This is an optimization exercise on Yosys and OpenROAD, whose aim is small area, a short achievable clock period and few clock cycles, not a production implementation.
Only simulation tests tie the RTL to the original design; equivalence was not proved.

==> design.v <==
`default_nettype none
module muldiv_sequencer #(
  parameter int XLEN = 32
) (
  input  logic            clk,
  input  logic            rst,
  input  logic            start,
  input  logic [2:0]      funct3,
  input  logic [XLEN-1:0] rs1_val,
  input  logic [XLEN-1:0] rs2_val,
  input  logic            flush,
  output logic            stall,
  output logic            busy,
  output logic            done,
  output logic [XLEN-1:0] result
);
  logic        st_mul, st_div;             
  logic [3:0]  cnt;                        
  logic        last;                       
  logic        a_sgn;                      
  logic        b_sgn;                      
  logic        bprev;                      
  logic        x_s, x_ns, x_r, use_c, use_lc, inv;  
  logic [31:0] r1;
  logic [31:0] lc;                         
  logic [31:0] r3;
  logic        qinv;                       
  logic [32:0] s, c;
  logic accept;
  assign accept = start & ~flush & ~busy;
  assign stall  = busy | (start & ~flush);
  logic        is_div, f_sgn, dbz, sa, sb, lt, invq;
  logic [31:0] mag_a, mag_b, inv_a, inv_b;
  logic [5:0]  lza, lzb;
  logic [6:0]  sdiff;
  logic [4:0]  nit;
  logic [63:0] norm;
  assign is_div = funct3[2];
  assign f_sgn  = ~funct3[0];
  assign dbz    = (rs2_val == 32'd0);
  assign sa     = f_sgn & rs1_val[31];
  assign sb     = f_sgn & rs2_val[31];
  assign inv_a  = rs1_val ^ {32{sa}};
  assign inv_b  = rs2_val ^ {32{sb}};
  assign mag_a  = inv_a + {31'd0, sa};
  assign mag_b  = inv_b + {31'd0, sb};
  assign invq   = f_sgn & ~funct3[1] & (rs1_val[31] ^ rs2_val[31]);
  function automatic logic [5:0] lzc32(input logic [31:0] v);
    logic [15:0] v1; logic [1:0] c1 [16];
    logic [7:0]  v2; logic [2:0] c2 [8];
    logic [3:0]  v3; logic [3:0] c3 [4];
    logic [1:0]  v4; logic [4:0] c4 [2];
    for (int i = 0; i < 16; i++) begin
      v1[i] = v[2*i+1] | v[2*i];
      c1[i] = v[2*i+1] ? 2'd0 : (v[2*i] ? 2'd1 : 2'd2);
    end
    for (int i = 0; i < 8; i++) begin
      v2[i] = v1[2*i+1] | v1[2*i];
      c2[i] = v1[2*i+1] ? {1'b0, c1[2*i+1]} : 3'(c1[2*i]) + 3'd2;
    end
    for (int i = 0; i < 4; i++) begin
      v3[i] = v2[2*i+1] | v2[2*i];
      c3[i] = v2[2*i+1] ? {1'b0, c2[2*i+1]} : 4'(c2[2*i]) + 4'd4;
    end
    for (int i = 0; i < 2; i++) begin
      v4[i] = v3[2*i+1] | v3[2*i];
      c4[i] = v3[2*i+1] ? {1'b0, c3[2*i+1]} : 5'(c3[2*i]) + 5'd8;
    end
    lzc32 = v4[1] ? {1'b0, c4[1]} : 6'(c4[0]) + 6'd16;
  endfunction
  assign lza   = sa ? lzc32(~rs1_val) : lzc32(rs1_val);
  assign lzb   = sb ? lzc32(~rs2_val | 32'd1) : lzc32(rs2_val | 32'd1);
  assign sdiff = {1'b0, lzb} - {1'b0, lza} + {6'd0, sa} + 7'd1;
  assign lt    = sdiff[6] | (sdiff == 7'd0);
  assign nit   = 5'((sdiff + 7'd1) >> 1);            
  assign norm  = {mag_a, {32{invq}}} >> {nit, 1'b0};
  localparam int W = 49;
  localparam logic [W-1:0] KFIX = W'(64'h5555_5556) << 16;
  logic [32:0] m_a;
  logic [16:0] y;
  logic [W-1:0] row [10];
  logic        m_asgn, m_bsgn;
  assign last   = busy;
  assign m_asgn = busy ? a_sgn : funct3[1] ^ funct3[0];
  assign m_bsgn = busy ? b_sgn : ~funct3[1] & funct3[0];
  assign m_a    = busy ? {a_sgn & r1[31], r1} : {m_asgn & rs1_val[31], rs1_val};
  assign y      = busy ? {r3[31:16], bprev} : {rs2_val[15:0], 1'b0};
  always_comb begin
    logic        neg, one, two;
    logic [33:0] mag, pr;
    logic [32:0] e;
    for (int j = 0; j < 10; j++) row[j] = '0;
    for (int j = 0; j < 8; j++) begin
      neg = y[2*j+2] & ~(y[2*j+1] & y[2*j]);
      one = y[2*j+1] ^ y[2*j];
      two = (y[2*j+2] & ~y[2*j+1] & ~y[2*j]) | (~y[2*j+2] & y[2*j+1] & y[2*j]);
      mag = ({34{one}} & {m_a[32], m_a}) | ({34{two}} & {m_a, 1'b0});
      pr  = mag ^ {34{neg}};
      row[j]     = row[j] | (W'({~pr[33], pr[32:0]}) << (2 * j));
      row[j + 1] = row[j + 1] | (W'(neg) << (2 * j));
    end
    e = m_a & {33{last & ~b_sgn & r3[31]}};
    row[8] = row[8] | (W'({~e[32] & last, e[31:0]}) << 16);
    row[9] = KFIX & {W{last}};
  end
  function automatic logic [2*W-1:0] csa(input logic [W-1:0] x, y, z);
    logic [W-1:0] sm, cy;
    sm  = x ^ y ^ z;
    cy  = ((x & y) | (x & z) | (y & z)) << 1;
    csa = {sm, cy};
  endfunction
  logic [W-1:0] a0, a1, a2, a3, b0, b1, b2, b3, d0, d1, d2, d3;
  logic [W-1:0] e0, e1, f0, f1, ts, tc;
  assign {a0, a1} = csa(row[0], row[1], row[2]);
  assign {a2, a3} = csa(row[3], row[4], row[5]);
  assign {b0, b1} = csa(row[6], row[7], row[8]);
  assign {b2, b3} = csa(row[9], W'(s) & {W{busy}}, W'(c) & {W{busy}});
  assign {d0, d1} = csa(a0, a1, a2);
  assign {d2, d3} = csa(a3, b0, b1);
  assign {e0, e1} = csa(d0, d1, d2);
  assign {f0, f1} = csa(d3, b2, b3);
  assign {ts, tc} = csa(e0, e1, f0);
  logic [W-1:0] us, uc;
  assign {us, uc} = csa(ts, tc, f1);
  function automatic logic [33:0] hc_add(input logic [32:0] a, b, input logic ci);
    logic [32:0] g, p, gg, pp, pt, gt;
    g  = a & b;
    p  = a ^ b;
    gg = g;
    pp = p;
    gg[0] = g[0] | (p[0] & ci);
    for (int i = 1; i < 33; i += 2) begin
      gg[i] = g[i] | (p[i] & gg[i - 1]);
      pp[i] = p[i] & p[i - 1];
    end
    for (int d = 2; d < 33; d = d * 2) begin
      gt = gg;
      pt = pp;
      for (int i = d + 1; i < 33; i += 2) begin
        gg[i] = gt[i] | (pt[i] & gt[i - d]);
        pp[i] = pt[i] & pt[i - d];
      end
    end
    for (int i = 2; i < 33; i += 2)
      gg[i] = g[i] | (p[i] & gg[i - 1]);
    hc_add = {gg[32], p ^ {gg[31:0], ci}};
  endfunction
  logic [32:0] sh1, sh2, df1, df2;
  logic        q1, q2;
  logic [31:0] rem1, rem2;
  logic [33:0] ad1, ad2;
  assign sh1  = {s[31:0], r3[31]};
  assign ad1  = hc_add(sh1, {1'b1, ~r1}, 1'b1);
  assign df1  = ad1[32:0];
  assign q1   = ad1[33];
  assign rem1 = q1 ? df1[31:0] : sh1[31:0];
  assign sh2  = {rem1, r3[30]};
  assign ad2  = hc_add(sh2, {1'b1, ~r1}, 1'b1);
  assign df2  = ad2[32:0];
  assign q2   = ad2[33];
  assign rem2 = q2 ? df2[31:0] : sh2[31:0];
  logic div_now;    
  assign div_now = dbz | lt;
  always_ff @(posedge clk) begin
    if (rst || flush) begin
      busy   <= 1'b0;
      done   <= 1'b0;
      st_mul <= 1'b0;
      st_div <= 1'b0;
    end else if (accept) begin
      busy   <= ~(is_div & div_now);
      done   <= is_div & div_now;
      st_mul <= ~is_div;
      st_div <= is_div & ~div_now;
    end else begin
      done <= 1'b0;
      if (st_mul || (st_div && cnt == 4'd0)) begin
        st_mul <= 1'b0;
        st_div <= 1'b0;
        busy   <= 1'b0;
        done   <= 1'b1;
      end
    end
  end
  always_ff @(posedge clk) begin
    c         <= uc[W-1:16];
    lc[31:16] <= uc[15:0];
    if (!busy) begin
      a_sgn     <= funct3[1] ^ funct3[0];
      b_sgn     <= ~funct3[1] & funct3[0];
      bprev     <= rs2_val[15];
      cnt       <= 4'(nit - 5'd1);
      lc[15:0]  <= uc[15:0];
      if (!is_div) begin
        x_s    <= funct3[1:0] != 2'b00;
        x_ns   <= 1'b0;
        x_r    <= funct3[1:0] == 2'b00;
        use_c  <= funct3[1:0] != 2'b00;
        use_lc <= funct3[1:0] == 2'b00;
        inv    <= 1'b0;
        qinv   <= 1'b0;
        r1     <= rs1_val;
        s      <= us[W-1:16];
        r3     <= {rs2_val[31:16], us[15:0]};
      end else begin
        x_s    <= funct3[1] & ~div_now & ~(f_sgn & rs1_val[31]);
        x_ns   <= funct3[1] & ~div_now &  (f_sgn & rs1_val[31]);
        x_r    <= ~funct3[1] | div_now;
        use_c  <= 1'b0;
        use_lc <= 1'b0;
        inv    <= ~div_now & f_sgn &
                  (funct3[1] ? rs1_val[31] : rs1_val[31] ^ rs2_val[31]);
        qinv   <= invq;
        r1     <= mag_b;
        s      <= {1'b0, norm[63:32]};
        if (dbz)     r3 <= funct3[1] ? rs1_val : 32'hFFFF_FFFF;
        else if (lt) r3 <= funct3[1] ? rs1_val : 32'd0;
        else         r3 <= norm[31:0];
      end
    end else if (st_mul) begin
      s   <= us[W-1:16];
      r3  <= {us[15:0], r3[15:0]};
      cnt <= cnt - 4'd1;
    end else begin
      s   <= {1'b0, rem2};
      r3  <= {r3[29:0], q1 ^ qinv, q2 ^ qinv};
      cnt <= cnt - 4'd1;
    end
  end
  function automatic logic [31:0] hc_add_lci(input logic [31:0] a, b, input logic ci);
    logic [31:0] g, p, gg, pp, gt, pt, cy;
    g  = a & b;
    p  = a ^ b;
    gg = g;
    pp = p;
    for (int i = 1; i < 32; i += 2) begin
      gg[i] = g[i] | (p[i] & g[i - 1]);
      pp[i] = p[i] & p[i - 1];
    end
    for (int d = 2; d < 32; d = d * 2) begin
      gt = gg;
      pt = pp;
      for (int i = d + 1; i < 32; i += 2) begin
        gg[i] = gt[i] | (pt[i] & gt[i - d]);
        pp[i] = pt[i] & pt[i - d];
      end
    end
    for (int i = 2; i < 32; i += 2) begin
      gg[i] = g[i] | (p[i] & gg[i - 1]);
      pp[i] = p[i] & pp[i - 1];
    end
    cy = {gg[30:0] | (pp[30:0] & {31{ci}}), ci};
    hc_add_lci = p ^ cy;
  endfunction
  function automatic logic carry32(input logic [31:0] a, b);
    logic [31:0] g, p;
    logic [15:0] g1, p1;
    logic [7:0]  g2, p2;
    logic [3:0]  g3, p3;
    logic [1:0]  g4, p4;
    g = a & b;
    p = a | b;
    for (int i = 0; i < 16; i++) begin
      g1[i] = g[2*i+1] | (p[2*i+1] & g[2*i]);
      p1[i] = p[2*i+1] & p[2*i];
    end
    for (int i = 0; i < 8; i++) begin
      g2[i] = g1[2*i+1] | (p1[2*i+1] & g1[2*i]);
      p2[i] = p1[2*i+1] & p1[2*i];
    end
    for (int i = 0; i < 4; i++) begin
      g3[i] = g2[2*i+1] | (p2[2*i+1] & g2[2*i]);
      p3[i] = p2[2*i+1] & p2[2*i];
    end
    for (int i = 0; i < 2; i++) begin
      g4[i] = g3[2*i+1] | (p3[2*i+1] & g3[2*i]);
      p4[i] = p3[2*i+1] & p3[2*i];
    end
    carry32 = g4[1] | (p4[1] & g4[0]);
  endfunction
  logic [31:0] out_x, out_y;
  logic        out_ci;
  assign out_x  = ({32{x_s}} & s[31:0]) | ({32{x_ns}} & ~s[31:0]) | ({32{x_r}} & r3);
  assign out_y  = ({32{use_c}} & c[31:0]) | ({32{use_lc}} & lc);
  assign out_ci = (use_c & carry32(r3, lc)) | inv;
  assign result = hc_add_lci(out_x, out_y, out_ci);
endmodule
`default_nettype wire
==> run.sh <==
#!/bin/bash
# synth_recipe.tcl (not shown) runs the flow's synth.tcl, then flattens the netlist and writes it again
# the make line also repeats each setting of config.mk as NAME=value (left out here)
make -C /OpenROAD-flow-scripts/flow DESIGN_CONFIG=/design/flow/config.mk WORK_HOME=/design/flow/orfs CLKGATE_MAP_FILE= SYNTH_SCRIPT=/design/flow/synth_recipe.tcl finish
==> config.mk <==
export PLATFORM = sky130hd
export DESIGN_NAME = muldiv_sequencer
export DESIGN_NICKNAME = muldiv_sequencer
export VERILOG_FILES = /design/flow/design.v
export SDC_FILE = /design/flow/constraint.sdc
export NUM_CORES = 4
export LEC_CHECK = 0
export CAP_MARGIN = 20
export CORE_MARGIN = 2
export CORE_UTILIZATION = 55
export SETUP_SLACK_MARGIN = 3.8
export SLEW_MARGIN = 20
export TNS_END_PERCENT = 50
==> constraint.sdc <==
create_clock -name core_clock -period 11.0 [get_ports {clk}]
set_input_delay 2.2000 -clock core_clock [delete_from_list [all_inputs] [get_ports {clk}]]
set_output_delay 2.2000 -clock core_clock [all_outputs]
set_load 0.01 [all_outputs]
==> impl_metrics.ini, run 1 <==
[yosys]
async_flop_share_pct = 0
synth_fa_ha_area_share_pct = 27.0
ys_seq_area_share_pct = 12.7
synth_enable_flop_cells = 71
synth_compound_area_share_pct = 22.7
yosys_warnings = 18
yosys.cell_types.count = 95
yosysTopAreaCell = fa_1
synth_top_family_by_area = adder cells
yosys.area_share.simple_pct = 12.5
synth_area_leaders = fa_1 19%, xnor2_1 9.0%, ha_1 7.8%
synth-xor-area-share_pct = 11.8
ys.flop_type = dfxtp_1
postSynthAreaPerCell_sq_um = 8.39
synthMuxAreaShare_pct = 5.47
synth_area_sq_um = 33400
syn_nets = 4580
synthCells = 3981
synth_top_area_share_pct = 19.1
ys_ff_latch = 176

[worst_setup_path]
crit_buf_inv = 5
worst-setup-path-type = in -> reg
cp.depth = 16
critPathMaxStageDelay_ns = 0.55
cp_max_fo = 18
arrival_ns = 7.64
path_cells = dlygate4sd2_1, mux2i_2, inv_1, ha_4, buf_4, a22oi_1, xnor2_1, fa_1, fa_1, inv_1, fa_1, fa_1, inv_1, fa_1, a221oi_1, o21ai_1
end_kind = flip-flop
crit_top_cell = fa_1
r2r_cells = 21
crit_family = adder cells
critPathLaunchType = input port
cp.required_ns = 11.37
slowest_stage = a221oi_1

[flow_run]
maxCapViolations = 0

[route]
routed_via_density = 7.30
routed_wirelength_mm = 160
num_vias = 34800
drtPass1Iterations = 11
wl_per_cell_um = 33.5
drtIter0Drc = 5605
drcViolationCount = 0
drtAntennaViolNets = 0

[timing]
skew_ns = 0.0256
period_needed_ns = 7.27
drv_slew = 0
hold_viol = 0
min_period_over_period_pct = 66.1
relSlewSlack_pct = 25.9
rsz0062_at_grt = true
finalSetupTns_ns = 0
worst_slack_ns = 3.73
tightest_slew_ns = 1.11
fmax_mhz = 138
setup_violations = 0

[global_route]
grt_pass1_wl_mm = 227
grt_pass1_vias = 33300
overflow = 0
grt_use_total_pct = 49.6
antenna_found_initial = 11
grt_max_degree = 71

[placement]
placed_area_sq_um = 35100
place.gp.congestion = 1.10
dp_hpwl_mm = 121
portBuffers = 105
preCtsSetupSlack_ns = 2.07
place_inst = 4646

[final_layout]
finalNonFillerCells = 4768
final_area_sq_um = 37300
multi_input_area_sq_um = 27500
layout_commonest_cell = inv_1
nFillCells = 5214
most-common-layout-cells = 370 x inv_1, 335 x xnor2_1, 315 x a22oi_1
syn_to_final_growth_pct = 11.7
drive_gt1_share_pct = 12.2
seq_area_sq_um = 4240
nNetsFinal = 4568

[die]
start_util_pct = 55.4
core_area_sq_um = 60200
die_h_um = 250
num_rows = 90
die_x_um = 250
die_area_sq_um = 62700
ios = 106

[clock_network]
clock-root-buffer = clkbuf_16
cts_tree = built
htree_levels = 4
clkSinkCount = 176
cts_made_buffers = 17
clock_path_buffers = 2
clock_latency_ns = 0.52
path_clk_slew_ns = 0.07

[hold_path]
min_path_type = reg -> reg
min_path_cells = 1

[run_status]
status = timing/DRC/antenna clean
==> metrics by stage <==
step           hold slack, ns  util, %
2_1_floorplan           0.457        -
6_report                0.497     61.9
3_5_place_dp            0.476     58.3
4_1_cts                 0.493     60.9
3_3_place_gp            0.466     58.3
5_1_grt                 0.521     61.9
==> synth_stat cells, types with 71 or more instances <==
master    instances
inv_1           382
xnor2_1         342
fa_1            319
a22oi_1         316
clkbuf_1        276
nor2_1          252
ha_1            209
nand2_1         203
o21ai_0         195
a21oi_1         188
dfxtp_1         105
xor2_1           99
mux2i_1          83
edfxtp_1         71
==> path summary, 6_finish.rpt <==
check	start	endpoint	slack, ns
setup / recovery	rs2_val[12]	s[15]	3.73
hold / removal	a_sgn	a_sgn	0.50
setup reg to reg	r1[0]	s[9]	3.90
hold reg to reg	a_sgn	a_sgn	0.50
==> cell type report <==
cell class	instances	area share [%]
Timing Repair Buffer	275	6.48
Multi-Input combinational cell	3112	73.9
Timing Repair inverter	2	0.0268
Antenna cell	4	0.0268
Inverter	385	3.98
Clock inverter	13	0.433
Sequential cell	176	11.4
Clock buffer	19	1.21
Tap cell	782	2.62
==> state kept, by name (all words and copies together) (netlist names) <==
signal	cells
inv	1
qinv	1
done	1
x_r	1
r3	32
lc	28
c	33
bprev	1
r1	32
busy	1
use_lc	1
st_mul	1
x_s	1
cnt	4
use_c	1
x_ns	1
b_sgn	1
st_div	1
a_sgn	1
s	33
==> cells by family after synthesis <==
kind of cell,after synthesis
compound gates,1117
simple gates,854
fa+ha+maj,528
mux,163
buf+inv,699
xor+xnor,444
flops,176
==> metal layers <==
| metal | track usage, % | vias to the layer above | routed length (um) |
|---|---|---|---|
| met3 | 15.3 | 868 | 23000 |
| met1 | 60.2 | 16700 | 53700 |
| li1 | - | 14100 | - |
| met5 | 0 | - | 157 |
| met4 | 38.3 | 18 | 16500 |
| met2 | 73.6 | 3087 | 66200 |
==> worst reg2reg max path, cell delays in order (launching register included) <==
cell and delay, ns:
edfxtp_1 0.53, ha_1 0.28, fa_1 0.43, nor2b_1 0.19
o31a_1 0.22, o41ai_4 0.12, a21oi_2 0.29, a221o_1 0.50
a31o_4 0.39, buf_4 0.32, mux2_2 0.41, ha_1 0.35
a21oi_1 0.14, o21ai_0 0.15, a221oi_1 0.43, a211o_1 0.19
o211ai_1 0.08, or3_1 0.42, a21o_1 0.22, a211o_4 0.56
mux2_1 0.44, a221o_1 0.34
==> repair_timing <==
item | CTS | global route
gates resized for setup | 204 | 132
cloned | 5 | 3
pin swaps | 16 | 17
setup buffers | 44 | 34
setup endpoints to repair | 104 | 80
hold buffers | 0 | 0
Testbench counts, summed over its fixed seeds: cycles 12,894.
==> inputs of run 2 (changes only) <==
--- a/config.mk
+++ b/config.mk
@@ -9,4 +9,4 @@
 export CORE_MARGIN = 2
-export CORE_UTILIZATION = 55
-export SETUP_SLACK_MARGIN = 3.8
+export CORE_UTILIZATION = 50
+export SETUP_SLACK_MARGIN = 4.0
 export SLEW_MARGIN = 20
==> run 2 against run 1 <==
Global-route usage down 5.1 points. Synthesized area stayed put. Non-clock buffer count is 79 higher. Setup slack better by 0.28 ns. Critical endpoint is now r3[15]. Die area is 9.8% higher. Still clean. Clock skew decreased by 0.0078 ns. Clock-buffer cell count decreased by 2. Utilization is 3.3 points lower.
==> impl_metrics.ini, run 2 <==
[die]
start_util_pct = 50.6
ios = 106
die_x_um = 262
die_h_um = 262
die_area_sq_um = 68900
num_rows = 94
core_area_sq_um = 66000

[placement]
dp_hpwl_mm = 121
preCtsSetupSlack_ns = 2.18
portBuffers = 105
place.gp.congestion = 1.08
place_inst = 4731

[run_status]
status = timing/DRC/antenna clean

[clock_network]
cts_made_buffers = 17
holdBufCountCts = 0
clock_path_buffers = 2
clock_latency_ns = 0.51
path_clk_slew_ns = 0.09
htree_levels = 4
cts_tree = built
clock-root-buffer = clkbuf_16
clkSinkCount = 176

[final_layout]
multi_input_area_sq_um = 27900
most-common-layout-cells = 365 x inv_1, 333 x xnor2_1, 313 x fa_1
top_regs = c (33), s (33)
nNetsFinal = 4647
nFillCells = 6081
finalNonFillerCells = 4927
seq_area_sq_um = 4250
syn_to_final_growth_pct = 15.8
drive_gt1_share_pct = 15.7
layout_commonest_cell = inv_1

[timing]
fmax_mhz = 143
relSlewSlack_pct = 23.2
skew_ns = 0.0179
finalSetupTns_ns = 0
period_needed_ns = 7.00
worst_slack_ns = 4.00
rsz0062_at_grt = true
hold_viol = 0
drv_slew = 0
setup_violations = 0
whs_ns = 0.526
min_period_over_period_pct = 63.6
tightest_slew_ns = 1.15

[worst_setup_path]
cp_max_fo = 16
r2r_slack_ns = 4.11
worst-setup-path-type = in -> reg
arrival_ns = 7.24
critPathLaunchType = input port
cp.required_ns = 11.24
end_kind = flip-flop

[yosys]
synthCells = 3981
yosys.cell_types.count = 95
syn_nets = 4580
ys_seq_area_share_pct = 12.7
ys.flop_type = dfxtp_1
yosysMostFrequentCell = inv_1
synth_area_leaders = fa_1 19%, xnor2_1 9.0%, ha_1 7.8%
ys_ff_latch = 176
synth_common_cells = 382 x inv_1, 342 x xnor2_1, 319 x fa_1
async_flop_share_pct = 0
postSynthAreaPerCell_sq_um = 8.39
synth_area_sq_um = 33400
yosys_warnings = 18
synth_top_area_share_pct = 19.1
synth_enable_flop_cells = 71
yosysTopAreaCell = fa_1

[route]
drtAntennaViolNets = 0
drtPass1Iterations = 9
routed_via_density = 6.87
drcViolationCount = 0
drtIter0Drc = 4810
num_vias = 33900
routed_wirelength_mm = 158
wl_per_cell_um = 32.2

[global_route]
grt_use_total_pct = 44.5
grt_pass1_wl_mm = 224
antenna_found_initial = 5
grt_pass1_vias = 31700
overflow = 0
grt_max_degree = 125

[hold_path]
min_path_type = reg -> reg

[flow_run]
maxCapViolations = 0
-- run 2: worst max-delay path, cell delays in order --
cell and delay [ns]:
buf_4 0.25, inv_1 0.22, o21ai_1 0.23, buf_4 0.34, a22oi_1 0.13, xnor2_1 0.19, fa_1 0.56, inv_1 0.07
fa_2 0.61, fa_1 0.45, fa_1 0.51, inv_2 0.04, fa_2 0.51, a22o_1 0.32, a211o_1 0.30, a31oi_1 0.14
a31oi_1 0.14
-- run 2: metrics by stage --
step	area, sq um	util (%)
after floorplan	33600	-
after global placement	35300	53.5
after detailed placement	35300	53.5
after CTS	37500	56.8
after global routing	38700	58.6
final	38700	58.6
-- run 2: cell type report --
class | instances | area share [%]
Timing Repair Buffer | 354 | 8.76
Inverter | 385 | 3.83
Sequential cell | 176 | 11.0
Clock buffer | 17 | 1.10
Tap cell | 864 | 2.79
Antenna cell | 2 | 0.0129
Multi-Input combinational cell | 3113 | 72.1
Timing Repair inverter | 1 | 0.0129
Clock inverter | 15 | 0.411
-- run 2: layer usage --
layer / routed length (um) / vias up / global-route usage (%)
li1: - / 14300 / -
met2: 68300 / 2610 / 67.3
met5: 16 / - / 0.139
met1: 59200 / 16500 / 59.3
met4: 11600 / 2 / 26.5
met3: 19300 / 516 / 8.51
-- run 2: repair_timing --
action	CTS	global route
pin swaps	34	46
setup endpoints to repair	111	71
setup buffers	72	78
gates resized for setup	311	222
cloned	6	6
-- run 2: final timing paths --
kind / from / to / cells past startpoint
setup / recovery: rs1_val[5] / r3[15] / 17
setup reg to reg: r1[11] / r3[0] / 23
hold reg to reg: a_sgn / a_sgn / 1
hold / removal: a_sgn / a_sgn / 1
-- run 2: cell families after synthesis --
kind of cell             synth area share, %
AO/OA/AOI/OAI                           22.7
AND/OR/NAND/NOR                         12.5
buffers and inverters                   7.91
adder cells (fa/ha/maj)                 27.0
XOR/XNOR                                11.8
flip-flops                              12.7
multiplexers                            5.47

## port drivers added, routing unchanged
The results above use ideal ports. As a check the final layouts listed here were re-extracted and re-timed, cells and wires unchanged. Step 1 (the two cells are an assumption about what drives the block):
set clk [get_ports {clk}]
set_driving_cell -lib_cell sky130_fd_sc_hd__clkbuf_16 $clk
set_driving_cell -lib_cell sky130_fd_sc_hd__buf_2 [delete_from_list [all_inputs] $clk]
Step 2 moves the port delays by t, midway between the first and last clock arrival at a register: inputs arrive t later, outputs are due t later. That takes back most of the time a late clock gives input paths. Slacks: ideal ports / drivers / drivers and shift; pairs: ideal ports / drivers.
run	shift t [ns]	setup slack, ns	worst setup path after step 2
run 1	0.569	3.729 / 3.752 / 3.183	input to register
run 2	0.570	4.004 / 3.996 / 3.474	input to register
After both steps every run listed still meets setup and hold. For run 1, which loses most, drivers alone change the setup slack by +0.023 ns; drivers and shift together by -0.546 ns.
